This is an optimization exercise on Yosys and OpenROAD, whose aim is small area, a short achievable clock period and few clock cycles per item, not a production implementation.
RTL that was checked went through simulation tests only; none was proved equivalent to the original.

## julia_render
module julia_render #(
    parameter int H_PIXELS = 64,
    parameter int V_PIXELS = 48,
    parameter int MAX_ITER = 255,
    parameter int FRAC     = 14
) (
    input  logic               clock,
    input  logic               reset,
    input  logic               valid,
    input  logic signed [17:0] c_real,
    input  logic signed [17:0] c_comp,
    input  logic signed [17:0] x,
    input  logic signed [17:0] y,
    input  logic signed [17:0] scale,
    output logic [18:0]        wr_addr,
    output logic [7:0]         wr_data,
    output logic               wr_en,
    input  logic               wr_ready,
    output logic               busy,
    output logic               done
);
    logic [17:0] cr_q, ci_q, x_q, scale_q;
    logic [17:0] gr_q, gi_q;
    logic [5:0]  gcol_q, grow_q;
    logic        gdone_q;
    logic        v0_q, p0_q;
    logic [17:0] zr_q, zi_q, s0r_q, s0i_q;
    logic [7:0]  it0_q;
    logic [11:0] a0_q;
    logic        v1_q, p1_q, in1_q, per1_q, cap1_q;
    logic [17:0] s1r_q, s1i_q;
    logic [7:0]  it1_q;
    logic [11:0] a1_q;
    logic [17:0] xha_q, xhb_q, yha_q, yhb_q;
    logic        xc_q, yc_q, ec_q;
    logic [15:0] eha_q, ehb_q;
    logic        ov_q;
    logic [11:0] oa_q;
    logic [7:0]  od_q;
    logic        valid_q, busy_q, done_q;
    logic [15:0] dr, di;
    assign dr = zr_q[15:0];
    assign di = zi_q[15:0];
    wire t_1;
    wire t_2;
    assign t_1 = ~(dr[15] & dr[0]) ^ (dr[1] & dr[14]);
    assign t_2 = ~(dr[15] & dr[0]) & (dr[1] & dr[14]);
    wire t_3;
    wire t_4;
    assign t_3 = (dr[0] & dr[11]) ^ (dr[1] & dr[10]);
    assign t_4 = (dr[0] & dr[11]) & (dr[1] & dr[10]);
    wire t_5;
    wire t_6;
    assign t_5 = (dr[0] & dr[12]) ^ (dr[1] & dr[11]);
    assign t_6 = (dr[0] & dr[12]) & (dr[1] & dr[11]);
    wire t_7;
    wire t_8;
    assign t_7 = (dr[0] & dr[13]) ^ (dr[1] & dr[12]) ^ (dr[2] & dr[11]);
  ...
Size in the first run: roughly 3200 cells after synthesis, about 410 flip-flops.
Settings: LEC_CHECK=0, CAP_MARGIN=20, CORE_MARGIN=2, CORE_UTILIZATION=40, SLEW_MARGIN=20; clock period 12.0 ns.
standard.sh (not shown) runs the stock make flow with config.mk's settings and CLKGATE_MAP_FILE= SYNTH_SCRIPT=/design/flow/synth_recipe.tcl, a recipe that flattens the netlist after the stock synthesis.
==> flow/flow/run.sh <==
#!/bin/bash
set -euo pipefail
bash standard.sh SETUP_SLACK_MARGIN=8 finish > standard_make.log 2>&1
The starting point finished clean.
Testbench counts at the start, summed over its fixed seeds: cycles 1,337,047, pixels 98,304.
Rerun with:
==> flow/run.sh (new file) <==
#!/bin/bash
# synth_recipe.tcl (not shown) runs the flow's synth.tcl, then flattens the netlist and writes it again
# the make line also repeats each setting of config.mk as NAME=value (left out here)
make -C /OpenROAD-flow-scripts/flow DESIGN_CONFIG=/design/flow/config.mk WORK_HOME=/design/flow/orfs CLKGATE_MAP_FILE= SYNTH_SCRIPT=/design/flow/synth_recipe.tcl finish
removed: flow/flow/run.sh
removed: flow/standard.sh
Effect: Design area is lower by a few percent. Global-route usage shrinks by 2.5 points. Die area does not change. Setup slack got worse by 0.51 ns.

* * *

julia_render, a different RTL version from the one above (not shown whole).
Size in the first run: about 3,200 cells after synthesis, ~430 flip-flops, roughly 120 I/O pins.
## julia_render
module julia_render #(
    parameter int H_PIXELS = 64,
    parameter int V_PIXELS = 48,
    parameter int MAX_ITER = 255,
    parameter int FRAC     = 14
) (
    input  logic               clock,
    input  logic               reset,
    input  logic               valid,
    input  logic signed [17:0] c_real,
    input  logic signed [17:0] c_comp,
    input  logic signed [17:0] x,
    input  logic signed [17:0] y,
    input  logic signed [17:0] scale,
    output logic [18:0]        wr_addr,
    output logic [7:0]         wr_data,
    output logic               wr_en,
    input  logic               wr_ready,
    output logic               busy,
    output logic               done
);
    logic [17:0] cr_q, ci_q, scale_q;
    logic [17:0] gr_q, gi_q;
    logic [5:0]  gcol_q, grow_q;
    logic        gdir_q, gdone_q;
    logic        v0_q, p0_q;
    logic [17:0] zr_q, zi_q, s0r_q, s0i_q;
    logic [7:0]  it0_q;
    logic [11:0] a0_q;
    logic        v1_q, p1_q, in1_q, per1_q, cap1_q;
    logic [17:0] s1r_q, s1i_q;
    logic [7:0]  it1_q;
    logic [11:0] a1_q;
    logic [23:0] xa_q, xb_q, ea_q, eb_q;
    logic [22:0] ya_q, yb_q;
    logic [1:0]  xk_q, ek_q;
    logic        yk_q;
    logic        ov_q;
    logic [11:0] oa_q;
    logic [7:0]  od_q;
    logic        valid_q, busy_q, run_q, done_q;
    logic [15:0] dr, di;
    assign dr = zr_q[15:0];
    assign di = zi_q[15:0];
    wire t_1;
    wire t_2;
    assign t_1 = (dr[0] & dr[11]) ^ (dr[1] & dr[10]);
    assign t_2 = (dr[0] & dr[11]) & (dr[1] & dr[10]);
    wire t_3;
    wire t_4;
    assign t_3 = (dr[0] & dr[12]) ^ (dr[1] & dr[11]);
    assign t_4 = (dr[0] & dr[12]) & (dr[1] & dr[11]);
    wire t_5;
    wire t_6;
    assign t_5 = (dr[0] & dr[13]) ^ (dr[1] & dr[12]) ^ (dr[2] & dr[11]);
    assign t_6 = ((dr[0] & dr[13]) & (dr[1] & dr[12])) | ((dr[2] & dr[11]) & ((dr[0] & dr[13]) ^ (dr[1] & dr[12])));
    wire t_7;
    wire t_8;
    assign t_7 = (dr[3] & dr[10]) ^ (dr[4] & dr[9]);
  ...
export LEC_CHECK = 0
export CAP_MARGIN = 20
export CORE_MARGIN = 2
export CORE_UTILIZATION = 70
export SLEW_MARGIN = 20
create_clock -name core_clock -period 12.0 [get_ports {clock}]
==> flow/flow/run.sh <==
#!/bin/bash
set -euo pipefail
bash standard.sh SETUP_SLACK_MARGIN=8 "BUFFER_PORTS_ARGS=-buffer_cell sky130_fd_sc_hd__buf_1" finish > standard_make.log 2>&1
Testbench counts at the start, summed over its fixed seeds: cycles 1,323,491, pixels 98,304.
Then changed:
==> flow/flow/run.sh (replaced) <==
#!/bin/bash
set -euo pipefail
bash standard.sh SETUP_SLACK_MARGIN=8.15 "BUFFER_PORTS_ARGS=-buffer_cell sky130_fd_sc_hd__buf_1" finish > standard_make.log 2>&1
CORE_UTILIZATION = 60   (was 70)
Effect: The new run completed with no timing, DRC or antenna violations. First-iteration DRC count decreases by 7.2%. Via count is about the same.

* * *

julia_render, a different RTL version from the one above (not shown whole).
For scale: about 490 flip-flops, ~120 I/O pins, ~0.034 sq mm of cells after synthesis.
==> flow/design.v (excerpt) <==
module julia_render #(
    parameter int H_PIXELS = 64,
    parameter int V_PIXELS = 48,
    parameter int MAX_ITER = 255,
    parameter int FRAC     = 14
) (
    input  logic               clock,
    input  logic               reset,
    input  logic               valid,
    input  logic signed [17:0] c_real,
    input  logic signed [17:0] c_comp,
    input  logic signed [17:0] x,
    input  logic signed [17:0] y,
    input  logic signed [17:0] scale,
    output logic [18:0]        wr_addr,
    output logic [7:0]         wr_data,
    output logic               wr_en,
    input  logic               wr_ready,
    output logic               busy,
    output logic               done
);
clock: 12.0 ns
lec_check: 0
cap_margin: 20
core_margin: 2
core_utilization: 40
slew_margin: 20
==> flow/flow/run.sh <==
#!/bin/bash
set -euo pipefail
bash standard.sh SETUP_SLACK_MARGIN=8.5 finish > standard_make.log 2>&1
The first run went through all stages and came out clean.
Change:
==> flow/run.sh (new file) <==
#!/bin/bash
# synth_recipe.tcl (not shown) runs the flow's synth.tcl, then flattens the netlist and writes it again
# the make line also repeats each setting of config.mk as NAME=value (left out here)
make -C /OpenROAD-flow-scripts/flow DESIGN_CONFIG=/design/flow/config.mk WORK_HOME=/design/flow/orfs CLKGATE_MAP_FILE= SYNTH_SCRIPT=/design/flow/synth_recipe.tcl finish
--- a/flow/config.mk
+++ b/flow/config.mk
@@ -7,5 +7,5 @@
 export LEC_CHECK = 0
-export CAP_MARGIN = 20
+export CAP_MARGIN = 50
 export CORE_MARGIN = 2
 export CORE_UTILIZATION = 40
-export SLEW_MARGIN = 20
+export SLEW_MARGIN = 75
removed: flow/flow/run.sh
removed: flow/standard.sh
Fmax goes down by about a fifth.
Hold slack improved by 0.0055 ns.
Clock-buffer cell count is lower by 13.
Final area fell by roughly a tenth.
Setup slack is worse by 0.98 ns.
Synthesized area is unchanged.
Global-route usage went down by 4.0 points.
Clock skew decreases by 0.012 ns.
Function was not checked in any run of this note: the RTL went through the layout flow alone.

* * *

Setup of P:
RTL: one of the versions met above, not the one the previous note started from.
For scale: about 3200 cells after synthesis, ~430 flip-flops, about 120 I/O pins, ~0.032 mm² of cells after synthesis.
==> flow/config.mk <==
export PLATFORM = sky130hd
export DESIGN_NAME = julia_render
export DESIGN_NICKNAME = julia_render
export VERILOG_FILES = /design/flow/design.v
export SDC_FILE = /design/flow/constraint.sdc
export NUM_CORES = 4
export LEC_CHECK = 0
export CAP_MARGIN = 20
export CORE_MARGIN = 2
export CORE_UTILIZATION = 60
export CTS_BUF_LIST = sky130_fd_sc_hd__clkbuf_4 sky130_fd_sc_hd__clkbuf_8
export CTS_CLUSTER_SIZE = 30
export SLEW_MARGIN = 20
==> flow/constraint.sdc <==
create_clock -name core_clock -period 12.0 [get_ports {clock}]
set_input_delay 2.4000 -clock core_clock [delete_from_list [all_inputs] [get_ports {clock}]]
set_output_delay 2.4000 -clock core_clock [all_outputs]
set_load 0.01 [all_outputs]
==> flow/flow/run.sh <==
#!/bin/bash
set -euo pipefail
bash standard.sh SETUP_SLACK_MARGIN=8 "BUFFER_PORTS_ARGS=-buffer_cell sky130_fd_sc_hd__buf_1" finish > standard_make.log 2>&1
Testbench counts of P, summed over its fixed seeds: cycles 1,323,491, pixels 98,304.
Modified inputs, Q compared to P
- clearing CTS_CLUSTER_SIZE, which used to be 30
- putting PLACE_DENSITY at 0.75 where nothing was set
- clearing CTS_BUF_LIST, which used to be sky130_fd_sc_hd__clkbuf_4 sky130_fd_sc_hd__clkbuf_8
### Flow results
- Higher design area was reported by Q, not P.
- When Q is set beside P, its worst-case setup slack after placement turns out to be 0.11 ns larger.
- P → Q: endpoint required time on the critical path fell by 0.05 ns, area added between synthesis and finish now larger.
- Reported for Q and P, count of final setup violators turned out identical to the last digit.

## separate check: timing with driven ports
In the flow no input, the clock included, has a driving cell. The finished layouts below were timed again as built, in two steps. Step 1 (the two cells are an assumption about what drives the block):
set clk [get_ports {clock}]
set_driving_cell -lib_cell sky130_fd_sc_hd__clkbuf_16 $clk
set_driving_cell -lib_cell sky130_fd_sc_hd__buf_2 [delete_from_list [all_inputs] $clk]
Step 2 also shifts input and output timing later by t, the mid clock arrival at the registers, as if the neighbouring blocks saw the same clock. a / b / c = no drivers / after step 1 / after step 2; a / b = the first two.
| run | shift t [ns] | setup slack, ns | hold WS [ns] | worst setup path after step 2 | pins driven straight from the clock port |
|---|---|---|---|---|---|
| the first run of note 1 | 0.674 | 7.718 / 7.718 / 7.412 | 0.299 / 0.299 / 0.299 | input to register | 1 |
| the second run of note 1 | 0.663 | 7.209 / 7.209 / 6.891 | 0.323 / 0.323 / 0.323 | input to register | 1 |
| the first run of note 2 | 0.655 | 8.043 / 8.043 / 7.532 | 0.326 / 0.326 / 0.326 | input to register | 1 |
| the second run of note 2 | 0.668 | 8.110 / 8.110 / 7.542 | 0.303 / 0.303 / 0.303 | input to register | 1 |
| the first run of note 3 | 0.700 | 7.652 / 7.652 / 7.652 | 0.313 / 0.313 / 0.313 | register to register | 1 |
| the second run of note 3 | 0.692 | 6.672 / 6.672 / 6.672 | 0.318 / 0.318 / 0.318 | register to register | 1 |
| P | 0.713 | 8.036 / 8.036 / 7.421 | 0.320 / 0.320 / 0.320 | input to register | 1 |
| Q | 0.672 | 8.052 / 8.052 / 7.444 | 0.312 / 0.312 / 0.312 | input to register | 1 |
After both steps every run listed still meets setup and hold. For P, which loses most, drivers alone change the setup slack by 0.000 ns; drivers and shift together by -0.615 ns.
